This design comes from an exercise in tuning for small area and a short achievable clock period on the open sky130 flow, not from production work.
Function was checked by simulation only, so behaviour that the tests miss may differ from the original.
Power and IR drop assume default switching activity.

## flow/design.v

```verilog
`default_nettype none
package invaders_pkg;
    typedef logic [9:0] coord_t;
    typedef struct packed {
        coord_t x;
        coord_t y;
    } pos_t;
    typedef struct packed {
        logic       game_over;
        logic       game_win;
        logic [1:0] lives;
    } status_t;
    localparam int SCREEN_WIDTH  = 640;
    localparam int SCREEN_HEIGHT = 480;
    localparam int   ALIEN_W         = 16;
    localparam int   ALIEN_H         = 16;
    localparam int   ALIEN_H_SPACING = 60;
    localparam int   ALIEN_V_SPACING = 45;
    localparam pos_t ALIEN_START     = {10'd50, 10'd50};
    localparam int   ALIEN_STEP      = 2;
    localparam int   ALIEN_DROP      = 20;
    localparam int     SHIP_W       = 16;
    localparam int     SHIP_H       = 30;
    localparam coord_t SHIP_Y       = 10'd440;
    localparam coord_t SHIP_START_X = 10'd320;
    localparam int     ROCKET_W     = 7;
    localparam int     ROCKET_H     = 3;
    localparam int     ROCKET_SPEED = 2;
    localparam int     LASER_W      = 7;
    localparam int     LASER_H      = 3;
    localparam int     LASER_SPEED  = 1;
    localparam logic [5:0]  EXPLOSION_TICKS = 6'd35;
    localparam logic [1:0]  START_LIVES     = 2'd3;
    localparam logic [7:0]  POINTS_PER_KILL = 8'd10;
    localparam logic [7:0]  START_PERIOD    = 8'd8;
    localparam logic [15:0] LFSR_SEED       = 16'hACE1;
    localparam logic [2:0] REG_CONTROL    = 3'd0;
    localparam logic [2:0] REG_STATUS     = 3'd1;
    localparam logic [2:0] REG_SCORE      = 3'd2;
    localparam logic [2:0] REG_HIGH_SCORE = 3'd3;
    localparam logic [2:0] REG_SHIP_X     = 3'd4;
    localparam logic [2:0] REG_ALIVE      = 3'd5;
endpackage
`default_nettype wire
`timescale 1ns/1ps
`default_nettype none
module invaders_top #(
    parameter int ALIEN_COLS = 6,
    parameter int ALIEN_ROWS = 3
) (
    input  wire logic        clk,
    input  wire logic        reset,
    input  wire logic        frame_tick,
    input  wire logic        fire,
    input  wire logic        left,
    input  wire logic        right,
    input  wire logic        wb_cyc,
    input  wire logic        wb_stb,
    input  wire logic        wb_we,
    input  wire logic [2:0]  wb_adr,
    input  wire logic [31:0] wb_dat_w,
    output logic [31:0]      wb_dat_r,
    output logic             wb_ack
);
    localparam logic [5:0] EXP_START = 6'd1;     
    localparam logic [5:0] EXP_DONE  = 6'd11;    
    function automatic logic ge_c(input logic [9:0] a, input logic [9:0] k);
        ge_c = 1'b1;
        for (int i = 0; i < 10; i++)
            ge_c = k[i] ? (a[i] && ge_c) : (a[i] || ge_c);
    endfunction
    function automatic logic le_c(input logic [9:0] a, input logic [9:0] k);
        le_c = 1'b1;
        for (int i = 0; i < 10; i++)
            le_c = k[i] ? (!a[i] || le_c) : (!a[i] && le_c);
    endfunction
    function automatic logic [10:0] carries(input logic [9:0] a, input logic [9:0] b, input logic cin);
        logic [9:0] g, p, gg, pp, gn, pn;
        g  = a & b;
        p  = a ^ b;
        gg = g;
        pp = p;
        gg[0] = g[0] | (p[0] & cin);
        for (int d = 1; d < 10; d = d * 2) begin
            gn = gg;
            pn = pp;
            for (int i = d; i < 10; i++) begin
                gn[i] = gg[i] | (pp[i] & gg[i-d]);
                pn[i] = pp[i] & pp[i-d];
            end
            gg = gn;
            pp = pn;
        end
        carries = {gg, cin};
    endfunction
    function automatic logic [9:0] add(input logic [9:0] a, input logic [9:0] b, input logic cin);
        logic [10:0] c;
        c   = carries(a, b, cin);
        add = a ^ b ^ c[9:0];
    endfunction
    function automatic logic [9:0] incdec(input logic [9:0] x, input logic dec);
        for (int i = 0; i < 10; i++)
            incdec[i] = x[i] ^ (dec ? ~|(x & ((10'd1 << i) - 10'd1)) : &(x | ~((10'd1 << i) - 10'd1)));
    endfunction
    function automatic logic [7:0] score_of(input logic [2:0] q, input logic [1:0] r);
        score_of = {q, 5'b0} - {4'b0, q, 1'b0} + {3'b0, r, 3'b0} + {5'b0, r, 1'b0};
    endfunction
    function automatic logic [63:0] move_table();
        for (int i = 0; i < 64; i++) move_table[i] = (i % 8) + (i / 8) >= 7;
    endfunction
    localparam logic [63:0] MOVE_T = move_table();
    logic        run, restart;
    logic [17:0] dat;
    logic        game_over, game_win;
    logic [1:0]  lives;
    logic [2:0]  kq, hq;         
    logic [1:0]  kr, hr;         
    logic        dir_right;
    logic [2:0]  count;
    logic [8:0]  fx;             
    logic [4:0]  fn;             
    logic [5:0]  at_edge;        
    logic [17:0] alive;
    logic [9:0]  ship_x;
    logic [5:0]  explode;
    logic        ra;             
    logic [9:0]  drx;            
    logic [5:0]  ra_;            
    logic [3:0]  rb;             
    logic        la;             
    logic [9:0]  lo;             
    logic [4:0]  la_;            
    logic [4:0]  lb;             
    logic [15:0] lfsr;
    logic [2:0]  scol;
    logic [1:0]  srow;
    logic req, step;
    assign req  = wb_cyc && wb_stb && !wb_ack;
    assign step = frame_tick && run && !game_over && !game_win;
    logic [7:0]  score;
    logic [17:0] read_data;
    assign score = score_of(wb_adr[0] ? hq : kq, wb_adr[0] ? hr : kr);
    always_comb begin
        case (wb_adr)
            3'd0:    read_data = {17'b0, run};
            3'd1:    read_data = {14'b0, game_over, game_win, lives};
            3'd2,
            3'd3:    read_data = {10'b0, score};
            3'd4:    read_data = {8'b0, ship_x};
            3'd5:    read_data = alive;
            default: read_data = '0;
        endcase
    end
    always_ff @(posedge clk) dat <= read_data;
    assign wb_dat_r = {14'b0, dat};
    always_ff @(posedge clk or posedge reset) begin
        if (reset) begin
            run     <= 1'b0;
            wb_ack  <= 1'b0;
            restart <= 1'b0;
        end else begin
            wb_ack  <= req;
            restart <= 1'b0;
            if (req && wb_we && wb_adr == 3'd0) begin
                run     <= wb_dat_w[0];
                restart <= wb_dat_w[1];
            end
        end
    end
    logic [5:0] col_live;
    logic [2:0] row_live;
    always_comb begin
        for (int c = 0; c < 6; c++)
            col_live[c] = alive[c] | alive[6+c] | alive[12+c];
        for (int r = 0; r < 3; r++)
            row_live[r] = |alive[r*6 +: 6];
    end
    logic hit_edge;
    assign hit_edge = |(col_live & at_edge);
    logic bottom_reached;
    assign bottom_reached = (row_live[2] && fn >= 5'd12)
                         || (row_live[1] && fn >= 5'd14)
                         || (row_live[0] && fn >= 5'd17);
    logic move;
    assign move = MOVE_T[{kq, count}];
    logic fmove, fdrop;
    assign fmove = move && !hit_edge;            
    assign fdrop = move && hit_edge;             
    logic [8:0] fx_inc, fx_dec, fx_n;
    logic       dir_n;
    logic [5:0] edge_move, edge_drop, at_edge_n;
    assign fx_inc = 9'(incdec(10'(fx), 1'b0));
    assign fx_dec = 9'(incdec(10'(fx), 1'b1));
    always_comb begin
        fx_n  = fmove ? (dir_right ? fx_inc : fx_dec) : fx;
        dir_n = dir_right ^ fdrop;
        for (int c = 0; c < 6; c++) begin
            edge_move[c] = dir_right ? (fx == 9'(312 - 30*c - 1)) : (fx == 9'(512 - 30*c + 1));
            edge_drop[c] = dir_right ? (fx == 9'(512 - 30*c))     : (fx == 9'(312 - 30*c));
        end
        at_edge_n = !move ? at_edge : (hit_edge ? edge_drop : edge_move);
    end
    logic [5:0]  col_hit;
    logic [2:0]  row_hit;
    logic [17:0] hit_vec;
    logic        kill;
    always_comb begin
        for (int c = 0; c < 6; c++)
            col_hit[c] = (c == 0) ? (ge_c(drx, 10'd1014) || le_c(drx, 10'd11))
                                  : (ge_c(drx, 10'(60*c - 10)) && le_c(drx, 10'(60*c + 11)));
        row_hit[0] = (ra_ == 6'd2 && rb >= 4'd4) || (ra_ == 6'd3 && rb <= 4'd2);
        row_hit[1] = (ra_ == 6'd4 && rb >= 4'd6) || (ra_ == 6'd5 && rb <= 4'd4);
        row_hit[2] = (ra_ == 6'd6 && rb >= 4'd9) || (ra_ == 6'd7 && rb <= 4'd7);
        for (int r = 0; r < 3; r++)
            for (int c = 0; c < 6; c++)
                hit_vec[r*6+c] = alive[r*6+c] && col_hit[c] && row_hit[r];
    end
    assign kill = ra && (|hit_vec);              
    logic r_top;
    always_comb begin
        logic [5:0] a, b;
        a = ra_;
        b = {1'b0, fn};
        r_top = (rb == 4'd0);
        for (int i = 0; i < 6; i++)
            if ((a[i] ^ b[i]) != ((i == 0) ? 1'b0 : (a[i-1] | b[i-1]))) r_top = 1'b0;
    end
    logic [9:0] rs, drx_n;
    always_comb begin
        rs = ra ? drx : add(ship_x, ~{fx, 1'b0}, 1'b1);
        drx_n[0] = rs[0];
        for (int i = 1; i < 10; i++)
            drx_n[i] = rs[i] ^ ((fmove && !dir_right && &(rs[9:1] | ~((9'd1 << (i-1)) - 9'd1)))
                             || (fmove &&  dir_right && ~|(rs[9:1] & ((9'd1 << (i-1)) - 9'd1))));
    end
    logic [5:0] ra_s, ra_n;
    logic [3:0] rb_n;
    always_comb begin
        if (ra) begin
            rb_n = (rb == 4'd0) ? 4'd9 : rb - 4'd1;
            ra_s = (rb == 4'd0) ? ra_ - 6'd1 : ra_;
        end else begin
            rb_n = 4'd8;
            ra_s = 6'd21 - {1'b0, fn};
        end
        ra_n = fdrop ? ra_s - 6'd1 : ra_s;
    end
    logic       can_shoot;
    logic [2:0] col_alive;
    always_comb begin
        for (int r = 0; r < 3; r++) col_alive[r] = alive[r*6 + int'(scol)];
        case (srow)
            2'd0:    can_shoot = col_alive[0] && !col_alive[1] && !col_alive[2];
            2'd1:    can_shoot = col_alive[1] && !col_alive[2];
            default: can_shoot = col_alive[2];
        endcase
    end
    logic [9:0] shoot_lo;
    logic [4:0] shoot_a, shoot_b;
    logic [9:0] shoot_k;
    always_comb begin
        case (scol)
            3'd0:    shoot_k = 10'(-11);
            3'd1:    shoot_k = 10'd49;
            3'd2:    shoot_k = 10'd109;
            3'd3:    shoot_k = 10'd169;
            3'd4:    shoot_k = 10'd229;
            default: shoot_k = 10'd289;
        endcase
    end
    assign shoot_lo = add({fx, 1'b0}, shoot_k, 1'b0);
    assign shoot_a  = fn + 5'(3 + 2 * int'(srow));
    assign shoot_b  = 5'(6 + 5 * int'(srow));
    logic [10:0] cl;
    logic [9:0]  pl, dl;
    logic        hi_zero, overlap_x, overlap_y, overlap, ship_hit;
    always_comb begin
        cl = carries(ship_x, ~lo, 1'b1);
        pl = ship_x ^ ~lo;
        dl = pl ^ cl[9:0];
        hi_zero = (pl[5] == cl[5]);
        for (int i = 6; i < 10; i++)
            if (pl[i] != (ship_x[i-1] | ~lo[i-1])) hi_zero = 1'b0;
    end
    assign overlap_x = hi_zero && le_c({5'd0, dl[4:0]}, 10'd21);
    assign overlap_y = (la_ == 5'd21 && lb >= 5'd18) || la_ == 5'd22 || (la_ == 5'd23 && lb <= 5'd9);
    assign overlap   = overlap_x && overlap_y;
    assign ship_hit  = la && overlap;            
    logic laser_end;                             
    assign laser_end = la_ >= 5'd24 || (la_ == 5'd23 && lb >= 5'd17);
    always_ff @(posedge clk or posedge reset) begin
        if (reset) begin
            lfsr <= 16'hACE1;
        end else if (restart) begin
            lfsr <= 16'hACE1;
        end else begin
            lfsr <= {lfsr[14:0], lfsr[15] ^ lfsr[13] ^ lfsr[12] ^ lfsr[10]};
        end
    end
    always_ff @(posedge clk or posedge reset) begin
        if (reset) begin
            hq <= '0;
            hr <= '0;
        end else if ({kq, kr} > {hq, hr}) begin
            hq <= kq;
            hr <= kr;
        end
    end
    always_ff @(posedge clk or posedge reset) begin
        if (reset) begin
            game_over <= 1'b0;
            game_win  <= 1'b0;
            lives     <= 2'd3;
            kq        <= '0;
            kr        <= '0;
        end else if (restart) begin
            game_over <= 1'b0;
            game_win  <= 1'b0;
            lives     <= 2'd3;
            kq        <= '0;
            kr        <= '0;
        end else begin
            if (step && kill) begin
                if (kr == 2'd2) begin
                    kr <= 2'd0;
                    kq <= kq + 3'd1;
                end else begin
                    kr <= kr + 2'd1;
                end
            end
            if (step && ship_hit && lives != 2'd0) lives <= lives - 2'd1;
            if (lives == 2'd0 || bottom_reached) game_over <= 1'b1;
            if (alive == '0) game_win <= 1'b1;
        end
    end
    always_ff @(posedge clk or posedge reset) begin
        if (reset) begin
            fx        <= 9'd25;
            fn        <= '0;
            dir_right <= 1'b1;
            at_edge   <= '0;
            count     <= '0;
            alive     <= '1;
        end else if (restart) begin
            fx        <= 9'd25;
            fn        <= '0;
            dir_right <= 1'b1;
            at_edge   <= '0;
            count     <= '0;
            alive     <= '1;
        end else if (step) begin
            if (ra) alive <= alive & ~hit_vec;
            fx        <= fx_n;
            dir_right <= dir_n;
            at_edge   <= at_edge_n;
            if (fdrop) fn <= fn + 5'd1;
            count     <= move ? 3'd0 : count + 3'd1;
        end
    end
    logic ship_r, ship_l;
    assign ship_r = right && !ge_c(ship_x, 10'd623);
    assign ship_l = !right && left && ge_c(ship_x, 10'd2);
    always_ff @(posedge clk or posedge reset) begin
        if (reset) begin
            ship_x  <= 10'd320;
            explode <= EXP_DONE;
            ra      <= 1'b0;
        end else if (restart) begin
            ship_x  <= 10'd320;
            explode <= EXP_DONE;
            ra      <= 1'b0;
        end else if (step) begin
            if (ship_r || ship_l) ship_x <= incdec(ship_x, ship_l);
            if (ship_hit) explode <= EXP_START;
            else if (explode != EXP_DONE) explode <= {explode[4:0], explode[5] ^ explode[4]};
            if (kill) ra <= 1'b0;
            else if (ra) begin
                if (r_top) ra <= 1'b0;
            end else if (fire && explode == EXP_DONE) ra <= 1'b1;
        end
    end
    always_ff @(posedge clk) begin
        if (step) begin
            drx <= drx_n;
            ra_ <= ra_n;
            rb  <= rb_n;
        end
    end
    always_ff @(posedge clk or posedge reset) begin
        if (reset) begin
            la   <= 1'b0;
            scol <= '0;
            srow <= '0;
        end else if (restart) begin
            la   <= 1'b0;
            scol <= '0;
            srow <= '0;
        end else if (step) begin
            if (ship_hit) la <= 1'b0;
            else if (la) begin
                if (laser_end) la <= 1'b0;
            end else begin
                if (can_shoot && lfsr[0]) la <= 1'b1;
                if (scol == 3'd5) begin
                    scol <= '0;
                    srow <= (srow == 2'd2) ? 2'd0 : srow + 2'd1;
                end else begin
                    scol <= scol + 3'd1;
                end
            end
        end
    end
    always_ff @(posedge clk) begin
        if (step) begin
            if (la) begin
                if (lb == 5'd19) begin
                    lb  <= '0;
                    la_ <= la_ + 5'd1;
                end else begin
                    lb  <= lb + 5'd1;
                end
            end else begin
                lo  <= shoot_lo;
                la_ <= shoot_a;
                lb  <= shoot_b;
            end
        end
    end
endmodule
`default_nettype wire
```

## flow/flow/run.sh

```bash
#!/bin/bash
# The standard layout (the standard.sh), with buf_4 cells as the port
# buffers instead of the delay cells buffer_ports picks by default.
set -euo pipefail
export BUFFER_PORTS_ARGS="-buffer_cell sky130_fd_sc_hd__buf_4"
bash standard.sh > standard.log 2>&1
```

## flow/standard.sh

```bash
#!/bin/bash
# synth_recipe.tcl (not shown) runs the flow's synth.tcl, then flattens the netlist and writes it again
# the make line also repeats each setting of config.mk as NAME=value (left out here)
make -C /OpenROAD-flow-scripts/flow DESIGN_CONFIG=/design/flow/config.mk WORK_HOME=/design/flow/orfs CLKGATE_MAP_FILE= SYNTH_SCRIPT=/design/flow/synth_recipe.tcl "${@:-finish}"
```

## flow/config.mk

```make
export PLATFORM = sky130hd
export DESIGN_NAME = invaders_top
export DESIGN_NICKNAME = invaders_top
export VERILOG_FILES = /design/flow/design.v
export SDC_FILE = /design/flow/constraint.sdc
export NUM_CORES = 4
export LEC_CHECK = 0
export ABC_AREA = 1
export CAP_MARGIN = 20
export CORE_MARGIN = 2
export CORE_UTILIZATION = 40
export CTS_BUF_LIST = sky130_fd_sc_hd__clkbuf_4 sky130_fd_sc_hd__clkbuf_8
export SETUP_SLACK_MARGIN = 3.4
export SLEW_MARGIN = 20
```

## flow/constraint.sdc

```tcl
create_clock -name core_clock -period 6.0 [get_ports {clk}]
set_input_delay 1.2000 -clock core_clock [delete_from_list [all_inputs] [get_ports {clk}]]
set_output_delay 1.2000 -clock core_clock [all_outputs]
set_load 0.01 [all_outputs]
```

==> impl_metrics.env, run 1 <==
export IMPL_first_iter_violations=780
export IMPL_grt_use_met1_pct=28.3
export IMPL_fin_crit_ns=2.51
export IMPL_r2r_end="drx[9]$_DFFE_PP_"
export IMPL_dp_hpwl_mm=21.9
export IMPL_async_flop_share_pct=63.6
export IMPL_numCtsBuffers=17
export IMPL_drive_gt1_share_pct=16.8
export IMPL_finalHoldViolCount=0
export IMPL_dieHeight_um=170
export IMPL_vias=9528
export IMPL_fin_crit_sh_pct=41.9
export IMPL_cts_root_buf="clkbuf_8"
export IMPL_die_x_um=170
export IMPL_timing_fmax_mhz=398
export IMPL_power_leakage_nw=5.80
export IMPL_synthCells=1432
export IMPL_seq_area_frac_synth_pct=36.4
export IMPL_io_buffers=32
export IMPL_antenna_found_initial=1
export IMPL_path_common_cell="nand2_1"
export IMPL_cp_num_cells=13
export IMPL_gp_congestion=0.931
export IMPL_path_class="flop to flop"
export IMPL_pre_cts_ws_ns=2.47
export IMPL_num_nets_final=1599
export IMPL_synth_seq_cells=154
export IMPL_cp_required_ns=6.25
export IMPL_cp_end_kind="flop"
export IMPL_power_density_nw_per_um2=418
export IMPL_slowest_stage="dfstp_2"
export IMPL_overflow=0
export IMPL_rsz0062_at_grt="true"
export IMPL_initial_core_util_pct=40.8
export IMPL_layout_cells_non_filler=1826
export IMPL_layout_commonest_cell="nand2_1"
export IMPL_ir_worst_vdd_v=0.000173
export IMPL_reg2reg_from="fx[3]$_DFFE_PP1P_"
export IMPL_startpoint="fx[3]$_DFFE_PP1P_"
export IMPL_cp_max_fo=5
export IMPL_holdBufCountCts=0
export IMPL_cp_num_buf_inv=3
export IMPL_cts_tree="built"
export IMPL_clk_latency_ns=0.49
export IMPL_cp_endpoint="drx[9]$_DFFE_PP_"
export IMPL_setup_ws_ns=3.49
export IMPL_grt_pass1_vias=9179
export IMPL_die_area_um2=28800
export IMPL_grt_start_max_net_pins=62
export IMPL_yosysWarnings=1
export IMPL_setup_violations_final=0
export IMPL_ff2ff_setup_slack_ns=3.49
export IMPL_grt_pass1_wl_mm=47.1
export IMPL_num_rows=60
export IMPL_max_cap_viol_count=0
export IMPL_cpPeakStageDelay_ns=0.64
export IMPL_yosysUniqueCellTypes=63
export IMPL_path_delay_family="flip-flops"
export IMPL_dp_cells=1778
export IMPL_maxSlewHeadroom_pct=43.0
export IMPL_postSynthAreaPerCell_um2=7.67
export IMPL_cts_sinks=154
export IMPL_viasPerCell=5.22
export IMPL_worst_clock_skew_ns=0.0253
export IMPL_h_tree_depth=4
export IMPL_critPathLaunchType="flop"
export IMPL_use_met2_pct=33.8
export IMPL_clk_pin_slew_ns=0.12
export IMPL_grt_use_total_pct=20.8
export IMPL_grtUsageMet3_pct=2.82
export IMPL_drc=0
export IMPL_tightest_slew_ns=0.855
export IMPL_diodes=0
export IMPL_wire_per_inst_um=16.0
export IMPL_synth_edf_count=38
export IMPL_synth_area_um2=11000
export IMPL_status="complete, no violations"
export IMPL_wirelength_mm=29.3
export IMPL_timing_final_max_slew_violations=0
export IMPL_path_cells="clkinvlp_4 -> ha_4 -> nand2_1 -> inv_1 -> nand3_2 -> inv_1 -> nand2_1 -> nand4_1 -> xor2_2 -> nand2_1 -> o21ai_0 -> nand3b_1 -> nand2_1"
export IMPL_layout_common_cells="nand2_1, inv_1, nor2_1, nand3_1, o21ai_0"
export IMPL_syn2layout_area_growth_pct=11.5
export IMPL_cts_buffer_depth=2
export IMPL_fin_tns_setup_ns=0
export IMPL_grt_busiest_layer="met2"
export IMPL_worstPathArrival_ns=2.76
export IMPL_antenna_left=0
export IMPL_ios=77
export IMPL_hold_path_class="flop to flop"
export IMPL_coreArea_um2=27000
export IMPL_synthFlopType="dfrtp_1"
export IMPL_drt_pre_antenna_iters=5
export IMPL_r2r_cells=13
export IMPL_fillers=2708
worst min-delay path by stage:
stage | slack [ns] | cells past startpoint | endpoint | start
after floorplan | 0.41 | 1 | lfsr[10]$_DFF_PP1_ | lfsr[9]$_DFF_PP0_
after global placement | 0.41 | 1 | lfsr[10]$_DFF_PP1_ | lfsr[9]$_DFF_PP0_
after detailed placement | 0.41 | 1 | lfsr[10]$_DFF_PP1_ | lfsr[9]$_DFF_PP0_
after CTS | 0.44 | 1 | wb_ack$_DFF_PP0_ | wb_ack$_DFF_PP0_
after global routing | 0.46 | 1 | lfsr[10]$_DFF_PP1_ | lfsr[9]$_DFF_PP0_
final | 0.44 | 1 | lfsr[10]$_DFF_PP1_ | lfsr[9]$_DFF_PP0_
metal layers:
layer	vias to the layer above	share of wire, %
met5	-	0
met4	0	3.3
met3	54	5.5
met2	244	46
met1	4445	46
li1	4785	-
state kept, by name (all words and copies together), names as in the netlist, 2 cells and up:
register  count
lfsr         16
alive        18
dat          18
srow          2
hq            3
fn            5
at_edge       6
ra_           6
scol          3
fx            9
explode       6
lb            5
count         3
la_           5
lives         2
lo            9
hr            2
rb            4
ship_x       10
kr            2
drx           9
kq            3
through the flow:
step / hold slack [ns] / power, mW / instance area (µm²) / utilization, %
after floorplan: 0.410 / 3.43 / 11100 / -
after global placement: 0.414 / 3.99 / 11500 / 42.7
after detailed placement: 0.414 / 4.02 / 11500 / 42.7
after CTS: 0.443 / 4.94 / 12000 / 44.7
after global routing: 0.460 / 5.55 / 12200 / 45.4
final: 0.441 / 5.12 / 12200 / 45.4
worst register-to-register path, delay by kind of cell (launching register included):
kind | cells | cell delay [ns]
simple gates | 7 | 0.60
xor+xnor | 1 | 0.26
fa+ha+maj | 1 | 0.32
compound gates | 1 | 0.12
flops | 1 | 0.64
buf+inv | 3 | 0.34
cells by family after synthesis:
| logic type | count (synthesis) | share of synthesized area [%] |
|---|---|---|
| multiplexers | 2 | 0.194 |
| other | 1 | 0.0341 |
| XOR/XNOR | 54 | 4.31 |
| flip-flops | 154 | 36.4 |
| AO/OA/AOI/OAI | 228 | 12.0 |
| adder cells (fa/ha/maj) | 83 | 9.66 |
| buffers and inverters | 254 | 9.43 |
| AND/OR/NAND/NOR | 656 | 27.9 |
where the power goes:
part	internal (mW)	switching (mW)
Sequential	1.40	0.284
Combinational	0.977	1.62
Clock	0.326	0.513
Total	2.70	2.42
cells in the mapped netlist (all sizes together), types with 29 or more instances:
library cell    n  area share, %
nand2         307             11
inv           210            7.2
nor2          141            5.7
o21ai         128            6.0
nand3         113            5.6
ha             80            9.1
dfrtp          61             14
a21oi          50            2.6
edfxtp         38             10
xor2           38            3.0
dfstp          37            8.8
nand4          33            2.0
buf            31            1.8
nor3           29            1.5
area by class of cell:
cell class	instances	area [µm²]	share of cell area, %
multi-input combinational	1037	6170	50.4
timing repair buffer	51	399	3.26
timing repair inverter	1	5.00	0.0409
inverter	210	806	6.58
sequential	154	4010	32.7
clock inverter	15	199	1.62
tap	341	427	3.48
clock buffer	17	234	1.91
what timing repair did:
action / CTS / global route
endpoints found under the setup margin: 38 / 37
resized for setup: 15 / 31
setup buffers: 2 / 13
gates cloned: 1 / 0
pin swaps: 0 / 8
==> run 2, diff against run 1 <==
--- a/flow/config.mk
+++ b/flow/config.mk
@@ -10,4 +10,5 @@
 export CORE_MARGIN = 2
-export CORE_UTILIZATION = 40
+export CORE_UTILIZATION = 60
 export CTS_BUF_LIST = sky130_fd_sc_hd__clkbuf_4 sky130_fd_sc_hd__clkbuf_8
+export CTS_CLUSTER_SIZE = 40
 export SETUP_SLACK_MARGIN = 3.4
==> impl_metrics.env, run 2 <==
export IMPL_dp_hpwl_mm=21.1
export IMPL_timing_final_max_slew_violations=0
export IMPL_worst_clock_skew_ns=0.0125
export IMPL_die_x_um=139
export IMPL_hold_path_cell_count=1
export IMPL_layout_common_cells="nand2_1, inv_1, nor2_1, nand3_1, o21ai_0"
export IMPL_p_sw_share_pct=45.8
export IMPL_dp_cells=1667
export IMPL_final_util_pct=67.4
export IMPL_io_buffers=32
export IMPL_drt_pre_antenna_iters=5
export IMPL_h_tree_depth=4
export IMPL_postPlaceCellArea_um2=11400
export IMPL_cp_end_kind="flop"
export IMPL_num_nets_final=1606
export IMPL_hold_path_class="flop to flop"
export IMPL_die_area_um2=19400
export IMPL_grt_pass1_wl_mm=46.0
export IMPL_grt_pass1_vias=8995
export IMPL_setup_ws_ns=3.48
export IMPL_ys_top_cells_by_area="dfrtp_1, edfxtp_1, nand2_1"
export IMPL_hold_start="lfsr[4]$_DFF_PP0_"
export IMPL_syn2layout_area_growth_pct=10.3
export IMPL_overflow=0
export IMPL_antenna_found_initial=0
export IMPL_synthMostInstantiatedCell="nand2_1"
export IMPL_fin_crit_ns=2.52
export IMPL_synth_edf_count=38
export IMPL_r2r_end="drx[9]$_DFFE_PP_"
export IMPL_cell_internal_pwr_mw=2.76
export IMPL_wirelength_mm=28.8
export IMPL_numCtsBuffers=17
export IMPL_fin_crit_sh_pct=42.0
export IMPL_yosysWarnings=1
export IMPL_antenna_left=0
export IMPL_drive_gt1_share_pct=17.0
export IMPL_worstPathArrival_ns=2.89
export IMPL_clkPwrFrac_pct=16.6
export IMPL_reg2reg_from="fx[3]$_DFFE_PP1P_"
export IMPL_dieHeight_um=139
export IMPL_reg_top3="alive (18), dat (18), lfsr (16)"
export IMPL_cp_required_ns=6.37
export IMPL_synth_largest_area_cell="dfrtp_1"
export IMPL_p_seq_share_pct=32.7
export IMPL_synth_top_area_share_pct=13.9
export IMPL_rsz0062_at_grt="false"
export IMPL_grt_use_total_pct=29.8
export IMPL_max_cap_viol_count=0
export IMPL_layout_cells_non_filler=1721
export IMPL_diodes=0
export IMPL_layout_commonest_cell="nand2_1"
export IMPL_ff2ff_setup_slack_ns=3.49
export IMPL_setup_violations_final=0
export IMPL_synthCells=1432
export IMPL_cp_max_fo=18
export IMPL_first_iter_violations=700
export IMPL_coreArea_um2=18000
export IMPL_cts_buffer_depth=2
export IMPL_ir_worst_vdd_v=0.000309
export IMPL_power_density_nw_per_um2=420
export IMPL_synth_top_family_by_area="simple AND/OR/NAND/NOR gates"
export IMPL_grt_start_max_net_pins=55
export IMPL_async_flop_share_pct=63.6
export IMPL_synth_common_cells="nand2_1, inv_1, nor2_1"
export IMPL_cts_tree="built"
export IMPL_holdPathEnd="lfsr[5]$_DFF_PP1_"
export IMPL_cts_root_buf="clkbuf_8"
export IMPL_cts_sinks=154
export IMPL_timing_fmax_mhz=397
export IMPL_pwr_share_comb_pct=50.7
export IMPL_synth_simple_area_share_pct=27.9
export IMPL_power_leakage_nw=5.84
export IMPL_synth_xor_area_share_pct=4.31
export IMPL_holdBufCountCts=0
export IMPL_pre_cts_ws_ns=2.52
export IMPL_synthFlopType="dfrtp_1"
export IMPL_critPathLaunchType="primary input"
export IMPL_yosysUniqueCellTypes=63
export IMPL_maxSlewHeadroom_pct=45.7
export IMPL_drc=0
export IMPL_synthAdderAreaFrac_pct=9.66
export IMPL_fin_tns_setup_ns=0
export IMPL_num_rows=49
export IMPL_clk_pin_slew_ns=0.09
export IMPL_r2r_cells=14
export IMPL_finalHoldViolCount=0
export IMPL_synth_mux_area_share_pct=0.194
export IMPL_path_class="primary input to flop"
export IMPL_synth_area_um2=11000
export IMPL_final_area_um2=12100
export IMPL_initial_core_util_pct=61.2
export IMPL_gp_congestion=0.922
export IMPL_synth_compound_area_share_pct=12.0
export IMPL_seq_area_frac_synth_pct=36.4
export IMPL_ios=77
export IMPL_clk_latency_ns=0.48
export IMPL_status="complete, no violations"
export IMPL_vias=9786
export IMPL_switchingPower_mw=2.33
export IMPL_viasPerCell=5.69
export IMPL_postSynthAreaPerCell_um2=7.67
export IMPL_tightest_slew_ns=0.810
export IMPL_synth_seq_cells=154
export IMPL_wire_per_inst_um=16.8
## run 2: cell counts after synthesis
No cell type changed its count.
## run 2: cell type report
class                      instances  area [µm²]
fill                            1551        5850
clock buffer                      17         234
sequential                       154        4010
inverter                         210         806
tap                              229         287
clock inverter                    15         178
timing repair inverter             1        5.00
timing repair buffer              58         452
multi-input combinational       1037        6150
## run 2: logic make-up (layout without fill, tap and decap cells)
logic type | Yosys count | in the layout
AOI/OAI and AO/OA | 228 | 228
adders and majority gates | 83 | 83
buffers and inverters | 254 | 301
DFF | 154 | 154
other | 1 | 14
xor gates and xnor gates | 54 | 54
and+or+nand+nor | 656 | 656
muxes | 2 | 2
## run 2: worst max path at each step
| stage | slack, ns | end | start |
|---|---|---|---|
| global route | 3.32 | drx[9]$_DFFE_PP_ | fx[3]$_DFFE_PP1P_ |
| CTS | 3.40 | srow[0]$_DFFE_PP0P_ | frame_tick |
| floorplan | 3.20 | dat[7]$_DFF_P_ | wb_adr[0] |
| detailed placement | 2.52 | srow[0]$_DFFE_PP0P_ | frame_tick |
| global placement | 2.55 | srow[1]$_DFFE_PP0P_ | frame_tick |
| finish | 3.48 | alive[12]$_DFFE_PP1P_ | frame_tick |
## run 2: metal layers
metal,vias up,GRT usage (%),part of all wire (%)
met4,0,10.2,2.9
met1,4589,40.6,44
met2,328,47.8,46
met5,-,0,0
met3,56,5.64,6.7
li1,4813,-,-
## run 2: critical path, stage by stage
cell     delay (ns)
buf_4          0.09
nand4_2        0.38
nor2_1         0.55
inv_2          0.26
nor3_1         0.30
o21ai_0        0.11
## run 2: timing repair
| item | in CTS | in global routing |
|---|---|---|
| hold endpoints to repair | 0 | 0 |
| buffers inserted | 3 | 18 |
| gates cloned | 1 | 0 |
| setup endpoints to repair | 32 | 24 |
| gates resized for setup | 10 | 31 |
| pin swaps | 0 | 7 |
## run 2: metrics by stage
| step | total power [mW] | hold WS, ns |
|---|---|---|
| floorplan | 3.43 | 0.410 |
| global placement | 3.95 | 0.414 |
| detailed placement | 4.00 | 0.417 |
| CTS | 4.88 | 0.445 |
| global route | 5.50 | 0.450 |
| finish | 5.09 | 0.441 |
## run 2: power by group through the flow
stage          clock (mW)  sequential (mW)  combinational [mW]
4_1_cts             0.862             1.68                2.33
5_1_grt             0.902             1.68                2.91
3_3_place_gp            0             1.69                2.25
6_report            0.846             1.66                2.58
3_5_place_dp            0             1.69                2.30
2_1_floorplan           0             1.56                1.87
==> run 3, diff against run 2 <==
--- a/flow/design.v
+++ b/flow/design.v
@@ -139,5 +139,6 @@
     assign step = frame_tick && run && !game_over && !game_win;
-    logic [7:0]  score;
+    logic [7:0]  score, high_score;
     logic [17:0] read_data;
-    assign score = score_of(wb_adr[0] ? hq : kq, wb_adr[0] ? hr : kr);
+    assign score      = score_of(kq, kr);
+    assign high_score = score_of(hq, hr);
     always_comb begin
@@ -146,4 +147,4 @@
             3'd1:    read_data = {14'b0, game_over, game_win, lives};
-            3'd2,
-            3'd3:    read_data = {10'b0, score};
+            3'd2:    read_data = {10'b0, score};
+            3'd3:    read_data = {10'b0, high_score};
             3'd4:    read_data = {8'b0, ship_x};
--- a/flow/config.mk
+++ b/flow/config.mk
@@ -10,5 +10,4 @@
 export CORE_MARGIN = 2
-export CORE_UTILIZATION = 60
+export CORE_UTILIZATION = 40
 export CTS_BUF_LIST = sky130_fd_sc_hd__clkbuf_4 sky130_fd_sc_hd__clkbuf_8
-export CTS_CLUSTER_SIZE = 40
 export SETUP_SLACK_MARGIN = 3.4
==> impl_metrics.env, run 3 <==
export IMPL_status="complete, no violations"
export IMPL_numCtsBuffers=17
export IMPL_timing_final_max_slew_violations=0
export IMPL_setup_violations_final=0
export IMPL_synth_largest_area_cell="dfrtp_1"
export IMPL_seq_area_frac_synth_pct=35.7
export IMPL_antenna_found_initial=0
export IMPL_yosysUniqueCellTypes=64
export IMPL_finalHoldViolCount=0
export IMPL_dp_cells=1873
export IMPL_fin_total_pwr_mw=4.30
export IMPL_postSynthAreaPerCell_um2=7.52
export IMPL_wire_per_inst_um=15.5
export IMPL_postPlaceCellArea_um2=11800
export IMPL_worstPathArrival_ns=2.87
export IMPL_cp_max_fo=7
export IMPL_p_sw_share_pct=42.8
export IMPL_diodes=0
export IMPL_layout_commonest_cell="nand2_1"
export IMPL_num_nets_final=1670
export IMPL_fin_tns_setup_ns=0
export IMPL_critPathLaunchType="flop"
export IMPL_holdBufCountCts=0
export IMPL_p_seq_share_pct=35.8
export IMPL_async_flop_share_pct=63.6
export IMPL_synth_area_um2=11200
export IMPL_grt_start_max_net_pins=75
export IMPL_reg_top3="alive (18), dat (18), lfsr (16)"
export IMPL_tightest_slew_ns=0.808
export IMPL_setup_ws_ns=3.50
export IMPL_pwr_share_comb_pct=44.5
export IMPL_clk_latency_ns=0.47
export IMPL_coreArea_um2=27700
export IMPL_route_top_layer_used="met4"
export IMPL_first_iter_violations=828
export IMPL_grt_pass1_vias=9059
export IMPL_final_area_um2=12500
export IMPL_viasPerCell=5.18
export IMPL_dp_hpwl_mm=22.2
export IMPL_die_area_um2=29400
export IMPL_cts_tree="built"
export IMPL_cts_root_buf="clkbuf_8"
export IMPL_pre_cts_ws_ns=2.70
export IMPL_synth_edf_count=38
export IMPL_fin_crit_ns=2.50
export IMPL_drc=0
export IMPL_ys_top_cells_by_area="dfrtp_1, edfxtp_1, ha_1"
export IMPL_h_tree_depth=4
export IMPL_drt_pre_antenna_iters=5
export IMPL_path_class="flop to flop"
export IMPL_layout_common_cells="nand2_1, inv_1, nor2_1, o21ai_0, nand3_1"
export IMPL_synthCells=1489
export IMPL_grt_pass1_wl_mm=47.7
export IMPL_fin_crit_sh_pct=41.6
export IMPL_initial_core_util_pct=40.4
export IMPL_timing_fmax_mhz=401
export IMPL_antenna_left=0
export IMPL_final_util_pct=45.2
export IMPL_cell_internal_pwr_mw=2.46
export IMPL_syn2layout_area_growth_pct=11.8
export IMPL_gp_congestion=0.979
export IMPL_yosysWarnings=1
export IMPL_dieHeight_um=171
export IMPL_synth_top_area_share_pct=13.6
export IMPL_wl_met3_mm=1.41
export IMPL_synth_seq_cells=154
export IMPL_synth_common_cells="nand2_1, inv_1, nor2_1"
export IMPL_worst_clock_skew_ns=0.0248
export IMPL_overflow=0
export IMPL_maxSlewHeadroom_pct=45.7
export IMPL_clkPwrFrac_pct=19.8
export IMPL_ir_worst_vdd_v=0.000340
export IMPL_grt_use_total_pct=20.8
export IMPL_fillers=2772
export IMPL_drive_gt1_share_pct=15.0
export IMPL_synthFlopType="dfrtp_1"
export IMPL_wl_met1_mm=13.8
export IMPL_cts_sinks=154
export IMPL_io_buffers=32
export IMPL_hold_path_class="flop to flop"
export IMPL_rsz0062_at_grt="true"
export IMPL_max_cap_viol_count=0
export IMPL_die_x_um=171
export IMPL_clk_pin_slew_ns=0.09
export IMPL_synthMostInstantiatedCell="nand2_1"
export IMPL_cp_end_kind="flop"
export IMPL_vias=9990
export IMPL_wirelength_mm=29.9
export IMPL_cts_buffer_depth=2
export IMPL_power_leakage_nw=5.89
export IMPL_num_rows=61
export IMPL_fin_hold_ws_ns=0.445
export IMPL_cp_required_ns=6.38
export IMPL_met2_wirelength_mm=14.0
export IMPL_switchingPower_mw=1.84
export IMPL_layout_cells_non_filler=1927
export IMPL_ios=77
export IMPL_power_density_nw_per_um2=343
run 3: cell types whose count changed after synthesis, moves of 8 or more:
cell	before	now
o21ai_1	19	4
inv_1	190	203
o21ai_0	103	114
nor2_1	124	157
buf_2	14	6
nor3_1	26	43
run 3: worst max-delay path, cell delays in order (launching register included):
cell       delay, ns
dfstp_2         0.65
nor3_1          0.10
o22ai_1         0.16
nor2_1          0.07
nand2_2         0.14
inv_2           0.11
ha_4            0.34
xnor2_1         0.16
o2111ai_1       0.17
a2111oi_2       0.30
nand2_1         0.09
o22ai_1         0.13
run 3: repair_timing:
| action | 4_1_cts | 5_1_grt |
|---|---|---|
| cloned | 1 | 0 |
| endpoints found under the setup margin | 44 | 30 |
| pin swaps | 2 | 10 |
| setup buffers | 3 | 18 |
| resized for setup | 14 | 34 |
run 3: cell families after synthesis:
logic type	count (synthesis)	synth area share (%)
and+or+nand+nor	675	27.0
buffers and inverters	267	9.75
AOI/OAI and AO/OA	249	13.1
DFF	154	35.7
adders and majority gates	90	10.3
xor gates and xnor gates	52	4.07
other	1	0.0335
muxes	1	0.101
run 3: path summary, 6_finish.rpt:
path,start,end,slack [ns],cells after the start
worst max-delay path,alive[0]$_DFFE_PP1P_,at_edge[4]$_DFFE_PP0P_,3.50,11
worst min-delay path,lfsr[14]$_DFF_PP0_,lfsr[15]$_DFF_PP1_,0.45,1
worst max register to register,alive[0]$_DFFE_PP1P_,at_edge[4]$_DFFE_PP0P_,3.50,11
max in group asynchronous,reset,fx[2]$_DFFE_PP0P_,4.07,3
worst min register to register,lfsr[14]$_DFF_PP0_,lfsr[15]$_DFF_PP1_,0.45,1
min in group asynchronous,reset,wb_ack$_DFF_PP0_,0.76,2
run 3: cell type report:
type / count / area, µm² / share of cell area [%]
clock inverter: 13 / 156 / 1.25
clock buffer: 19 / 255 / 2.04
timing repair inverter: 1 / 5.00 / 0.0400
multi-input combinational: 1081 / 6320 / 50.4
sequential: 154 / 4010 / 32.0
timing repair buffer: 58 / 443 / 3.54
tap: 378 / 473 / 3.78
inverter: 223 / 868 / 6.93
run 3: power by group through the flow:
stage	clock network [mW]	registers, mW	logic, mW
after global placement	0	1.55	1.67
after global routing	0.910	1.56	2.16
after CTS	0.862	1.53	1.75
after detailed placement	0	1.55	1.71
final	0.849	1.54	1.91
after floorplan	0	1.46	1.39
run 3: per-layer routing:
metal / global-route usage, % / up-vias
met5: 0 / -
met2: 34.2 / 266
met1: 28.7 / 4673
met4: 5.56 / 0
li1: - / 5009
met3: 2.90 / 42
==> run 4, diff against run 3 <==
--- a/flow/config.mk
+++ b/flow/config.mk
@@ -12,3 +12,3 @@
 export CTS_BUF_LIST = sky130_fd_sc_hd__clkbuf_4 sky130_fd_sc_hd__clkbuf_8
-export SETUP_SLACK_MARGIN = 3.4
+export SETUP_SLACK_MARGIN = 3.7
 export SLEW_MARGIN = 20
==> impl_metrics.env, run 4 <==
export IMPL_p_sw_share_pct=42.2
export IMPL_rsz0062_at_grt="true"
export IMPL_fin_tns_setup_ns=0
export IMPL_finalHoldViolCount=0
export IMPL_synth_top_area_share_pct=13.6
export IMPL_wire_per_inst_um=15.8
export IMPL_yosysWarnings=1
export IMPL_layout_commonest_cell="nand2_1"
export IMPL_synthAdderAreaFrac_pct=10.3
export IMPL_tightest_slew_ns=0.868
export IMPL_synth_xor_area_share_pct=4.07
export IMPL_vias=10300
export IMPL_ir_worst_vdd_v=0.000344
export IMPL_cp_max_fo=5
export IMPL_cts_buffer_depth=2
export IMPL_seq_area_frac_synth_pct=35.7
export IMPL_ys_top_cells_by_area="dfrtp_1, edfxtp_1, ha_1"
export IMPL_initial_core_util_pct=40.4
export IMPL_multiInputGateArea_um2=6740
export IMPL_setup_violations_final=0
export IMPL_dieHeight_um=171
export IMPL_path_class="flop to flop"
export IMPL_ff2ff_setup_slack_ns=3.63
export IMPL_synth_simple_area_share_pct=27.0
export IMPL_h_tree_depth=4
export IMPL_critPathLaunchType="flop"
export IMPL_synthMostInstantiatedCell="nand2_1"
export IMPL_die_x_um=171
export IMPL_first_iter_violations=684
export IMPL_synth_area_um2=11200
export IMPL_yosysUniqueCellTypes=64
export IMPL_clk_pin_slew_ns=0.10
export IMPL_antenna_found_initial=0
export IMPL_synthFlopType="dfrtp_1"
export IMPL_dp_hpwl_mm=22.2
export IMPL_synth_seq_cells=154
export IMPL_grt_pass1_vias=9647
export IMPL_worstPathArrival_ns=2.75
export IMPL_synth_common_cells="nand2_1, inv_1, nor2_1"
export IMPL_clkPwrFrac_pct=18.7
export IMPL_io_buffers=32
export IMPL_cp_required_ns=6.39
export IMPL_grt_use_total_pct=21.5
export IMPL_fin_crit_ns=2.37
export IMPL_num_rows=61
export IMPL_power_density_nw_per_um2=351
export IMPL_postSynthAreaPerCell_um2=7.52
export IMPL_timing_final_max_slew_violations=0
export IMPL_reg_top3="alive (18), dat (18), lfsr (16)"
export IMPL_synth_top_family_by_area="simple AND/OR/NAND/NOR gates"
export IMPL_gp_congestion=0.928
export IMPL_wirelength_mm=31.4
export IMPL_fin_crit_sh_pct=39.4
export IMPL_drt_pre_antenna_iters=5
export IMPL_overflow=0
export IMPL_status="complete, no violations"
export IMPL_drive_gt1_share_pct=23.3
export IMPL_regArea_um2=4020
export IMPL_hold_path_class="flop to flop"
export IMPL_syn2layout_area_growth_pct=20.7
export IMPL_drc=0
export IMPL_die_area_um2=29400
export IMPL_synth_compound_area_share_pct=13.1
export IMPL_synth_largest_area_cell="dfrtp_1"
export IMPL_cell_internal_pwr_mw=2.75
export IMPL_p_seq_share_pct=31.8
export IMPL_holdBufCountCts=0
export IMPL_viasPerCell=5.18
export IMPL_cts_sinks=154
export IMPL_cts_tree="built"
export IMPL_coreArea_um2=27700
export IMPL_fin_total_pwr_mw=4.75
export IMPL_antenna_left=0
export IMPL_ios=77
export IMPL_timing_fmax_mhz=423
export IMPL_synth_mux_area_share_pct=0.101
export IMPL_switchingPower_mw=2.00
export IMPL_worst_clock_skew_ns=0.0204
export IMPL_grt_pass1_wl_mm=49.4
export IMPL_diodes=0
export IMPL_num_nets_final=1730
export IMPL_pwr_share_comb_pct=49.5
export IMPL_power_leakage_nw=6.35
export IMPL_synthCells=1489
export IMPL_async_flop_share_pct=63.6
export IMPL_cp_end_kind="flop"
export IMPL_maxSlewHeadroom_pct=42.0
export IMPL_cts_root_buf="clkbuf_8"
export IMPL_layout_common_cells="nand2_1, inv_1, nor2_1, o21ai_0, buf_4"
export IMPL_fillers=2720
export IMPL_max_cap_viol_count=0
export IMPL_clk_latency_ns=0.47
export IMPL_synth_edf_count=38
export IMPL_grt_start_max_net_pins=46
export IMPL_numCtsBuffers=17
[run 4: cell types whose count changed in the layout (fill, tap and decap cells not counted), moves of 7 or more]
cell / before / now
nand2_2: 12 / 20
dfrtp_1: 56 / 44
nand2_4: 3 / 11
dfrtp_2: 5 / 17
buf_4: 56 / 104
o21ai_0: 113 / 106
buf_6: 2 / 11
nor2_1: 155 / 146
nand2_1: 283 / 266
inv_1: 193 / 184
[run 4: final cells by class]
type / instances / area share (%)
Multi-Input combinational cell: 1082 / 49.8
Sequential cell: 154 / 29.7
Timing Repair Buffer: 118 / 7.10
Inverter: 223 / 6.65
Tap cell: 378 / 3.50
Clock buffer: 20 / 1.99
Clock inverter: 12 / 1.19
[run 4: critical path, stage by stage, from the launching register on]
cell and delay [ns]:
dfstp_2 0.61, nor3_1 0.09, o22ai_1 0.20, nor2_2 0.07
nand2_4 0.09, inv_4 0.06, ha_4 0.35, xnor2_2 0.14
o2111ai_1 0.15, a2111oi_2 0.31, nand2_1 0.09, o22ai_1 0.10
[run 4: path summary, 6_finish.rpt]
check,start,to,cells after the start
max,alive[0]$_DFFE_PP1P_,at_edge[4]$_DFFE_PP0P_,11
min,lfsr[14]$_DFF_PP0_,lfsr[15]$_DFF_PP1_,1
max reg2reg,alive[0]$_DFFE_PP1P_,at_edge[4]$_DFFE_PP0P_,11
min reg2reg,lfsr[14]$_DFF_PP0_,lfsr[15]$_DFF_PP1_,1
max in group asynchronous,reset,fx[5]$_DFFE_PP0P_,3
min in group asynchronous,reset,hq[2]$_DFFE_PP0N_,2
[run 4: cells by family (layout without fill, tap and decap cells)]
logic type	after synthesis	after routing
buf+inv	267	373
fa+ha+maj	90	90
mux	1	1
flops	154	154
other cells	1	14
simple gates	675	676
compound gates	249	249
xor+xnor	52	52
[run 4: power groups by stage]
stage               Combinational [mW]  Sequential [mW]  Clock, mW
detailed placement                1.76             1.55          0
floorplan                         1.43             1.46          0
CTS                               2.03             1.51      0.903
global route                      2.62             1.53      0.953
finish                            2.35             1.51      0.889
global placement                  1.71             1.55          0
[run 4: routing by layer]
metal / wire, µm / global-route usage, % / up-vias
li1: - / - / 5123
met1: 14100 / 27.8 / 4848
met2: 14600 / 34.9 / 266
met3: 1520 / 4.19 / 54
met4: 1090 / 9.54 / 0
met5: 0 / 0 / -
[run 4: through the flow]
step / setup slack, ns / hold WS, ns / instance area, µm² / utilization, % / instances
after CTS: 3.62 / 0.443 / 12800 / 46.1 / 1943
after detailed placement: 2.85 / 0.418 / 11900 / 42.8 / 1873
after global placement: 2.88 / 0.414 / 11900 / 42.8 / 1873
final: 3.63 / 0.437 / 13500 / 48.8 / 1987
after floorplan: 3.56 / 0.410 / 11400 / - / 1502
after global routing: 3.55 / 0.461 / 13500 / 48.8 / 1987
[run 4: what timing repair did]
| item | in CTS | in global routing |
|---|---|---|
| setup buffers | 38 | 43 |
| gates resized for setup | 61 | 101 |
| pin swaps | 24 | 48 |
| setup endpoints to repair | 78 | 43 |
| hold endpoints to repair | 0 | 0 |
| cloned | 0 | 1 |
==> run 5, diff against run 4 <==
--- a/flow/config.mk
+++ b/flow/config.mk
@@ -12,3 +12,3 @@
 export CTS_BUF_LIST = sky130_fd_sc_hd__clkbuf_4 sky130_fd_sc_hd__clkbuf_8
-export SETUP_SLACK_MARGIN = 3.7
+export SETUP_SLACK_MARGIN = 3.8
 export SLEW_MARGIN = 20
==> impl_metrics.env, run 5 <==
export IMPL_clk_latency_ns=0.48
export IMPL_async_flop_share_pct=63.6
export IMPL_hold_path_class="flop to flop"
export IMPL_num_rows=61
export IMPL_h_tree_depth=4
export IMPL_wirelength_mm=32.1
export IMPL_wire_per_inst_um=16.0
export IMPL_synthMostInstantiatedCell="nand2_1"
export IMPL_synth_area_um2=11200
export IMPL_die_x_um=171
export IMPL_grt_use_total_pct=21.7
export IMPL_postSynthAreaPerCell_um2=7.52
export IMPL_rsz0062_at_grt="true"
export IMPL_fin_tns_setup_ns=0
export IMPL_cp_max_fo=5
export IMPL_status="complete, no violations"
export IMPL_cts_tree="built"
export IMPL_finalHoldViolCount=0
export IMPL_synth_top_area_share_pct=13.6
export IMPL_timing_fmax_mhz=420
export IMPL_critPathLaunchType="flop"
export IMPL_antenna_found_initial=0
export IMPL_layout_commonest_cell="nand2_1"
export IMPL_dp_hpwl_mm=22.3
export IMPL_power_density_nw_per_um2=336
export IMPL_fillers=2690
export IMPL_syn2layout_area_growth_pct=25.2
export IMPL_path_class="flop to flop"
export IMPL_antenna_left=0
export IMPL_coreArea_um2=27700
export IMPL_reg_top3="alive (18), dat (18), lfsr (16)"
export IMPL_num_nets_final=1757
export IMPL_drive_gt1_share_pct=27.4
export IMPL_layout_cells_non_filler=2014
export IMPL_first_iter_violations=819
export IMPL_synth_largest_area_cell="dfrtp_1"
export IMPL_vias=10500
export IMPL_yosysWarnings=1
export IMPL_setup_violations_final=0
export IMPL_dieHeight_um=171
export IMPL_ys_top_cells_by_area="dfrtp_1, edfxtp_1, ha_1"
export IMPL_timing_final_max_slew_violations=0
export IMPL_dp_cells=1872
export IMPL_fin_crit_sh_pct=39.7
export IMPL_cp_required_ns=6.25
export IMPL_ios=77
export IMPL_synthFlopType="dfrtp_1"
export IMPL_synth_seq_cells=154
export IMPL_fin_crit_ns=2.38
export IMPL_diodes=0
export IMPL_grt_pass1_vias=9728
export IMPL_layout_common_cells="nand2_1, inv_1, nor2_1, buf_4, o21ai_0"
export IMPL_drc=0
export IMPL_clk_pin_slew_ns=0.09
export IMPL_numCtsBuffers=17
export IMPL_io_buffers=32
export IMPL_cts_root_buf="clkbuf_8"
export IMPL_grt_pass1_wl_mm=49.9
export IMPL_tightest_slew_ns=0.814
export IMPL_ir_worst_vdd_v=0.000376
export IMPL_maxSlewHeadroom_pct=45.3
export IMPL_viasPerCell=5.21
export IMPL_holdBufCountCts=0
export IMPL_synth_edf_count=38
export IMPL_drt_pre_antenna_iters=5
export IMPL_gp_congestion=0.945
export IMPL_cp_end_kind="flop"
export IMPL_worst_clock_skew_ns=0.0209
export IMPL_die_area_um2=29400
export IMPL_synth_common_cells="nand2_1, inv_1, nor2_1"
export IMPL_seq_area_frac_synth_pct=35.7
export IMPL_cts_buffer_depth=2
export IMPL_overflow=0
export IMPL_max_cap_viol_count=0
export IMPL_synthCells=1489
export IMPL_worstPathArrival_ns=2.63
export IMPL_grt_start_max_net_pins=56
export IMPL_power_leakage_nw=6.45
export IMPL_initial_core_util_pct=40.4
export IMPL_yosysUniqueCellTypes=64
export IMPL_cts_sinks=154
run 5: repair_timing:
| action | 4_1_cts | 5_1_grt |
|---|---|---|
| gates resized for setup | 64 | 171 |
| endpoints found under the setup margin | 143 | 61 |
| buffers inserted | 51 | 57 |
| pin swaps | 16 | 76 |
| gates cloned | 0 | 1 |
run 5: worst max-delay path: stages, from the launching register on:
cell and delay (ns):
dfstp_2 0.60, buf_6 0.14, ha_4 0.20, nand2_1 0.05, o21ai_0 0.13, nor2_1 0.29
inv_1 0.15, nor3_4 0.27, nand4_1 0.15, nand3_1 0.11, nand2_1 0.05
run 5: per-layer routing:
metal  share of wire, %  GRT usage (%)  wire length [µm]
met1                 43           28.6             13900
met2                 48           36.1             15300
met3                5.8           2.97              1870
met4                3.2           8.81              1020
met5                  0              0                 0
run 5: power breakdown:
| group | switching [mW] | internal (mW) |
|---|---|---|
| sequential | 0.181 | 1.34 |
| combinational | 1.41 | 0.959 |
| clock | 0.458 | 0.367 |
run 5: final cells by class:
cell class              instances  area [µm²]  share of cell area (%)
multi-input cells            1082        6990                    49.9
flip-flops and latches        154        4020                    28.7
repair buffers                145        1210                    8.65
inverters                     223         926                    6.60
well taps                     378         473                    3.37
clock buffers                  20         269                    1.92
clock inverters                12         126                   0.901
run 5: path summary, 6_finish.rpt:
path / from / endpoint / slack [ns] / cells after the start
setup / recovery: fx[0]$_DFFE_PP1P_ / drx[8]$_DFFE_PP_ / 3.62 / 10
hold / removal: lfsr[14]$_DFF_PP0_ / lfsr[15]$_DFF_PP1_ / 0.44 / 1
setup reg to reg: fx[0]$_DFFE_PP1P_ / drx[8]$_DFFE_PP_ / 3.62 / 10
hold reg to reg: lfsr[14]$_DFF_PP0_ / lfsr[15]$_DFF_PP1_ / 0.44 / 1
max in group asynchronous: reset / fn[1]$_DFFE_PP0P_ / 4.43 / 3
min in group asynchronous: reset / hq[0]$_DFFE_PP0N_ / 0.70 / 2
run 5: stage by stage:
step | total power [mW] | instance area, µm² | hold slack (ns) | setup slack [ns] | util [%]
2_1_floorplan | 2.92 | 11400 | 0.410 | 3.56 | -
6_report | 4.71 | 14000 | 0.442 | 3.62 | 50.6
3_5_place_dp | 3.33 | 11900 | 0.423 | 2.87 | 42.9
4_1_cts | 4.39 | 12900 | 0.447 | 3.55 | 46.6
5_1_grt | 5.07 | 14000 | 0.463 | 3.45 | 50.6
3_3_place_gp | 3.28 | 11900 | 0.414 | 2.92 | 42.9
run 5: cells by family after synthesis:
logic type,after synthesis,synth area share [%]
simple gates,675,27.0
buf+inv,267,9.75
compound gates,249,13.1
flops,154,35.7
fa+ha+maj,90,10.3
xor+xnor,52,4.07
other cells,1,0.0335
mux,1,0.101
==> run 6, diff against run 5 <==
--- a/flow/config.mk
+++ b/flow/config.mk
@@ -12,3 +12,3 @@
 export CTS_BUF_LIST = sky130_fd_sc_hd__clkbuf_4 sky130_fd_sc_hd__clkbuf_8
-export SETUP_SLACK_MARGIN = 3.8
+export SETUP_SLACK_MARGIN = 3.6
 export SLEW_MARGIN = 20
==> impl_metrics.env, run 6 <==
export IMPL_status="complete, no violations"
export IMPL_reg_top3="alive (18), dat (18), lfsr (16)"
export IMPL_cp_required_ns=6.40
export IMPL_timing_fmax_mhz=429
export IMPL_seq_area_frac_synth_pct=35.7
export IMPL_grt_pass1_vias=9553
export IMPL_cts_buffer_depth=2
export IMPL_h_tree_depth=4
export IMPL_postSynthAreaPerCell_um2=7.52
export IMPL_ios=77
export IMPL_dp_cells=1874
export IMPL_worstPathArrival_ns=2.73
export IMPL_layout_common_cells="nand2_1, inv_1, nor2_1, o21ai_0, nand3_1"
export IMPL_ir_worst_vdd_v=0.000228
export IMPL_synth_edf_count=38
export IMPL_final_util_pct=47.3
export IMPL_finalHoldViolCount=0
export IMPL_num_rows=61
export IMPL_cts_sinks=154
export IMPL_drive_gt1_share_pct=20.4
export IMPL_fin_hold_ws_ns=0.442
export IMPL_drc=0
export IMPL_fin_crit_ns=2.33
export IMPL_grt_pass1_wl_mm=48.9
export IMPL_cts_root_buf="clkbuf_8"
export IMPL_async_flop_share_pct=63.6
export IMPL_antenna_found_initial=0
export IMPL_synthFlopType="dfrtp_1"
export IMPL_initial_core_util_pct=40.4
export IMPL_setup_violations_final=0
export IMPL_wire_per_inst_um=15.6
export IMPL_syn2layout_area_growth_pct=17.0
export IMPL_fillers=2765
export IMPL_yosysWarnings=1
export IMPL_fin_tns_setup_ns=0
export IMPL_dieHeight_um=171
export IMPL_die_x_um=171
export IMPL_yosysUniqueCellTypes=64
export IMPL_power_density_nw_per_um2=346
export IMPL_fin_crit_sh_pct=38.9
export IMPL_synth_area_um2=11200
export IMPL_power_leakage_nw=6.14
export IMPL_max_cap_viol_count=0
export IMPL_synth_common_cells="nand2_1, inv_1, nor2_1"
export IMPL_antenna_left=0
export IMPL_setup_ws_ns=3.67
export IMPL_synthCells=1489
export IMPL_gp_congestion=0.915
export IMPL_regArea_um2=4020
export IMPL_timing_final_max_slew_violations=0
export IMPL_worst_clock_skew_ns=0.0258
export IMPL_maxSlewHeadroom_pct=43.6
export IMPL_clk_pin_slew_ns=0.11
export IMPL_holdBufCountCts=0
export IMPL_hold_path_class="flop to flop"
export IMPL_path_class="flop to flop"
export IMPL_coreArea_um2=27700
export IMPL_pre_cts_ws_ns=2.62
export IMPL_first_iter_violations=877
export IMPL_die_area_um2=29400
export IMPL_grt_start_max_net_pins=53
export IMPL_numCtsBuffers=17
export IMPL_num_nets_final=1713
export IMPL_synthMostInstantiatedCell="nand2_1"
export IMPL_ys_top_cells_by_area="dfrtp_1, edfxtp_1, ha_1"
export IMPL_overflow=0
export IMPL_viasPerCell=5.20
export IMPL_cts_tree="built"
export IMPL_synth_top_area_share_pct=13.6
export IMPL_tightest_slew_ns=0.840
export IMPL_critPathLaunchType="flop"
export IMPL_synth_largest_area_cell="dfrtp_1"
export IMPL_layout_commonest_cell="nand2_1"
export IMPL_clk_latency_ns=0.48
export IMPL_wirelength_mm=30.7
export IMPL_synth_seq_cells=154
export IMPL_layout_cells_non_filler=1971
export IMPL_drt_pre_antenna_iters=6
export IMPL_multiInputGateArea_um2=6550
export IMPL_io_buffers=32
export IMPL_rsz0062_at_grt="true"
export IMPL_cp_max_fo=6
export IMPL_cp_end_kind="flop"
export IMPL_grt_use_total_pct=21.3
export IMPL_vias=10300
export IMPL_dp_hpwl_mm=22.3
-- run 6: worst paths after layout --
check / startpoint / to / slack (ns) / cells after the start
worst max-delay path: alive[14]$_DFFE_PP1P_ / at_edge[4]$_DFFE_PP0P_ / 3.67 / 13
worst min-delay path: lfsr[14]$_DFF_PP0_ / lfsr[15]$_DFF_PP1_ / 0.44 / 1
worst max register to register: alive[14]$_DFFE_PP1P_ / at_edge[4]$_DFFE_PP0P_ / 3.67 / 13
worst min register to register: lfsr[14]$_DFF_PP0_ / lfsr[15]$_DFF_PP1_ / 0.44 / 1
max in group asynchronous: reset / fx[5]$_DFFE_PP0P_ / 4.52 / 3
min in group asynchronous: reset / hr[1]$_DFFE_PP0N_ / 0.88 / 3
-- run 6: final cells by class --
cell class | instances | area share, %
Antenna cell | 1 | 0.0191
Inverter | 223 | 6.69
Tap cell | 378 | 3.61
Multi-Input combinational cell | 1083 | 50.0
Clock buffer | 17 | 1.79
Clock inverter | 15 | 1.34
Sequential cell | 154 | 30.7
Timing Repair Buffer | 100 | 5.91
-- run 6: worst max-delay path, cell delays in order, from the launching register on --
cell and delay, ns:
dfstp_2 0.61, inv_4 0.06, nand3_2 0.05, nand2_1 0.05
o21ai_1 0.07, nor2_1 0.06, nand2_2 0.13, inv_4 0.06
ha_4 0.33, xnor2_4 0.14, o2111ai_2 0.17, a2111oi_4 0.30
nand2_1 0.11, o22ai_2 0.12
-- run 6: power by group --
group | leakage, nW | internal [mW] | switching [mW]
clock | 0.207 | 0.319 | 0.500
combinational | 4.26 | 0.869 | 1.32
sequential | 1.67 | 1.33 | 0.187
total | 6.14 | 2.52 | 2.01
-- run 6: per-stage QoR --
stage	total power [mW]	cell area, µm²
final	4.53	13100
after global routing	4.89	13100
after floorplan	2.85	11300
after detailed placement	3.27	11800
after CTS	4.24	12400
after global placement	3.23	11800
-- run 6: kinds of logic (layout without fill, tap and decap cells) --
logic type,after synthesis,after routing,synth area share [%]
simple gates,675,677,27.0
compound gates,249,249,13.1
other cells,1,15,0.0335
flops,154,154,35.7
fa+ha+maj,90,90,10.3
buf+inv,267,355,9.75
xor+xnor,52,52,4.07
mux,1,1,0.101
-- run 6: routing by layer --
layer / up-vias / global-route usage [%] / share of wire [%]
met1: 4832 / 28.5 / 45
met5: - / 0 / 0
met4: 0 / 7.30 / 2.9
met3: 43 / 3.11 / 5.3
met2: 287 / 35.2 / 46
li1: 5093 / - / -
-- run 6: what timing repair did --
item / in CTS / in global routing
pin swaps: 7 / 45
setup endpoints to repair: 43 / 44
cloned: 0 / 2
setup buffers: 17 / 45
resized for setup: 35 / 91

## static timing again, ports no longer ideal
No port has a modelled driver above. Below, the same layouts with a new extraction and two added sets of constraints.
Step 1 sets driving cells, clkbuf_16 on the clock port and buf_2 on the other inputs (assumed; they add their load-dependent delay and slew).
Step 2, shift: input delay + t, output delay - t, t = (earliest + latest rising clock arrival at the registers) / 2. This alone moves slack from input paths to output paths.
Slacks: no drivers / after step 1 / after step 2; pairs: no drivers / after step 1.
run	t (ns)	slack for setup (ns)	clock arrival spread, ns
run 1	0.517	3.489 / 3.489 / 2.988	0.027 / 0.026
run 2	0.520	3.482 / 3.495 / 2.980	0.013 / 0.013
run 3	0.508	3.504 / 3.504 / 3.209	0.026 / 0.025
run 4	0.500	3.635 / 3.635 / 3.290	0.020 / 0.021
run 5	0.520	3.621 / 3.621 / 3.399	0.021 / 0.021
run 6	0.516	3.668 / 3.668 / 3.249	0.026 / 0.026
After both steps every run listed still meets setup and hold. For run 2, which loses most, drivers alone change the setup slack by +0.013 ns; drivers and shift together by -0.502 ns.
